Source: an optimization exercise on an open RTL-to-GDS flow (aim: small area, a short achievable clock period and few clock cycles). Production flows keep margins and buffers that such runs may drop. The RTL was checked by simulation tests, not by an equivalence proof against the original design. Power is estimated from default activity; no workload was simulated.

==> inputs of cedar <==
## systolic_ws_stream
module systolic_ws_stream (
    input  logic        clk,
    input  logic        rst,
    input  logic        start_i,
    input  logic        reuse_w_i,
    input  logic        w_valid_i,
    input  logic [31:0] w_data_i,
    output logic        w_ready_o,
    input  logic        a_valid_i,
    input  logic [31:0] a_data_i,
    input  logic        a_last_i,
    output logic        a_ready_o,
    output logic        o_valid_o,
    output logic [71:0] o_data_o,
    output logic        busy_o,
    output logic        done_o
);
Settings: LEC_CHECK=0, CAP_MARGIN=20, CORE_MARGIN=2, CORE_UTILIZATION=40, CTS_CLUSTER_DIAMETER=120, CTS_CLUSTER_SIZE=25, SETUP_SLACK_MARGIN=4.55, SLEW_MARGIN=20, SYNTH_HIERARCHICAL=1; clock period 7.0 ns.
run.sh (not shown) runs the stock make flow with config.mk's settings and CLKGATE_MAP_FILE= SYNTH_SCRIPT=/design/flow/synth_recipe.tcl, a recipe that flattens the netlist after the stock synthesis.
==> inputs of fjord, as changes to cedar <==
Settings changed: SETUP_SLACK_MARGIN 4.55 to 4.4.
==> comparison table <==
	cedar	fjord
Outcome	no timing/DRC/antenna violations	no timing/DRC/antenna violations
Net count reported at finish	4081	4073
Post-layout utilization of the core	0.433	0.431
Share of the clock period used by the worst path	0.369	0.369
Endpoint of the lowest-slack register-to-register path	cut1c3_p4_3_q$_DFF_P_	cut1c3_p4_2_q$_DFF_P_
First-pass GRT wire length	171000 um	171000 um
Peak supply drop	0.133 mV	0.134 mV
Maximum number of pins on one net before global-route repair	66	130
Fraction of area in clock buffers and inverters	0.0246	0.0247
Post-detailed-route wirelength per cell	23.5 um	23.5 um
Total power	0.00705 W	0.00705 W
Data arrival time of the critical path	1.18 ns	3.04 ns
Capture point of the worst path	a_ready_o	cut1c3_p4_2_q$_DFF_P_
Worst Path Buf+Inv	1	0
Startpoint of the most critical setup path	aRdy_q$_DFF_PP0_	two_q[4][0]$_DFF_P_
Non-clock buffering overhead	0.0341	0.0308
Drt initial violations	2736	2919
Met3 routed WL	11200 um	10900 um
Psw	0.00152 W	0.00151 W
Met3 layer usage reported by global route	0.0468	0.0455
Worst-case register-to-register setup slack	4.62 ns	4.42 ns
Reg2Reg Depth	3	4
Testbench counts of cedar, summed over its fixed seeds: cycles 4,679.
Testbench counts of fjord, summed over its fixed seeds: cycles 4,679.

========
==> zinc: inputs <==
Another version of the RTL of systolic_ws_stream (not shown whole).
## systolic_ws_stream
module systolic_ws_stream (
    input  logic        clk,
    input  logic        rst,
    input  logic        start_i,
    input  logic        reuse_w_i,
    input  logic        w_valid_i,
    input  logic [31:0] w_data_i,
    output logic        w_ready_o,
    input  logic        a_valid_i,
    input  logic [31:0] a_data_i,
    input  logic        a_last_i,
    output logic        a_ready_o,
    output logic        o_valid_o,
    output logic [71:0] o_data_o,
    output logic        busy_o,
    output logic        done_o
);
    logic       busy_q, wRdy_q, aRdy_q, wOk_q, done_q;
    logic [1:0] wCnt_q;
    logic       oValid_q;
    logic [2:0] vPipe_q, lPipe_q;
    logic       startEv, wBeat, aBeat, wLast;
    assign startEv = start_i & ~busy_q;
    assign wBeat   = w_valid_i & wRdy_q;
    assign aBeat   = a_valid_i & aRdy_q;
    assign wLast   = wBeat & (wCnt_q == 2'd3);
    always_ff @(posedge clk or posedge rst) begin
        if (rst) begin
            busy_q   <= 1'b0;
            wRdy_q   <= 1'b0;
            aRdy_q   <= 1'b0;
            wCnt_q   <= 2'd0;
            wOk_q    <= 1'b0;
            vPipe_q  <= '0;
            lPipe_q  <= '0;
            oValid_q <= 1'b0;
            done_q   <= 1'b0;
        end else begin
            if (startEv) begin
                busy_q <= 1'b1;
            end else if (done_q) begin
                busy_q <= 1'b0;
            end
            wRdy_q <= startEv ? ~reuse_w_i : (wRdy_q & ~wLast);
            aRdy_q <= startEv ? reuse_w_i : ((aRdy_q & ~(aBeat & a_last_i)) | wLast);
            if (wBeat) begin
  ...
export LEC_CHECK = 0
export CAP_MARGIN = 20
export CORE_MARGIN = 2
export CORE_UTILIZATION = 40
export CTS_CLUSTER_DIAMETER = 120
export CTS_CLUSTER_SIZE = 25
export SETUP_SLACK_MARGIN = 4.47
export SLEW_MARGIN = 20
export SYNTH_HIERARCHICAL = 1
create_clock -name core_clock -period 7.0 [get_ports {clk}]
standard.sh (not shown) runs the stock make flow with config.mk's settings and CLKGATE_MAP_FILE= SYNTH_SCRIPT=/design/flow/synth_recipe.tcl, a recipe that flattens the netlist after the stock synthesis.
==> flow/flow/run.sh <==
#!/bin/bash
# Own layout flow: the standard ORFS flow (standard.sh, which also runs the
# standard synthesis unchanged), with one change: the buffers that ORFS puts on
# every input and output port are sky130_fd_sc_hd__buf_2 cells instead of the
# delay buffers it picks by default. Each make run logs to its own file here.
set -euo pipefail
bash standard.sh synth > synth.log 2>&1
bash standard.sh "BUFFER_PORTS_ARGS=-buffer_cell sky130_fd_sc_hd__buf_2" finish > layout.log 2>&1
==> inputs of maple, as changes to zinc <==
Settings changed: SETUP_SLACK_MARGIN 4.47 to 4.55.
==> notes.md <==
Critical path depth is the same in zinc and maple. Between maple and zinc, the lower clock power is in maple (gap about 4%, measured against zinc). In sequential power, maple and zinc hardly differ. Between zinc and maple, the lower global-route usage is in zinc (gap 0.44 points).
==> figures <==
| item | zinc | maple |
|---|---|---|
| Outcome | complete, no violations | complete, no violations |
| Insertion delay to the later sink of the worst-skew pair | 600 ps | 630 ps |
| Max rail drop VDD | 144 uV | 156 uV |
| Register share of the cell area | 0.360 | 0.358 |
| Min cycle time layout | 2530 ps | 2540 ps |
| Combinational Power Share | 0.003 | 0.004 |
| Global routing usage on met1 | 0.288 | 0.295 |
| Transition time at the pin with the least slew margin | 995 ps | 1020 ps |
| Hold Crit Start | cut1c3_p0_0_q$_DFF_P_ | cut1c0_p1_2_q$_DFF_P_ |
| First-pass GRT wire length | 173 mm | 176 mm |
Testbench counts of zinc, summed over its fixed seeds: cycles 4,679.
Testbench counts of maple, summed over its fixed seeds: cycles 4,679.

what the ideal ports hide:
The flow's constraints put no driver on any port. The routed layouts listed below were extracted and timed again, unchanged, in two steps.
Step 1 (the two cells are an assumption about what drives the block):
set clk [get_ports {clk}]
set_driving_cell -lib_cell sky130_fd_sc_hd__clkbuf_16 $clk
set_driving_cell -lib_cell sky130_fd_sc_hd__buf_2 [delete_from_list [all_inputs] $clk]
Step 2 moves the port delays by t, midway between the first and last clock arrival at a register: inputs arrive t later, outputs are due t later. That takes back most of the time a late clock gives input paths.
Three values: ideal, step 1, step 2; two values: the first two.
run | shift t [ns] | setup WS [ns] | hold WS [ns]
cedar | 0.681 | 4.418 / 4.351 / 3.948 | 0.335 / 0.335 / 0.335
fjord | 0.681 | 4.417 / 4.351 / 3.794 | 0.335 / 0.335 / 0.335
zinc | 0.659 | 4.469 / 4.403 / 4.147 | 0.335 / 0.335 / 0.335
maple | 0.666 | 4.458 / 4.394 / 4.222 | 0.333 / 0.333 / 0.333
After both steps setup and hold are still met in every run listed. For fjord, which loses most, drivers alone change the setup slack by -0.066 ns; drivers and shift together by -0.623 ns.
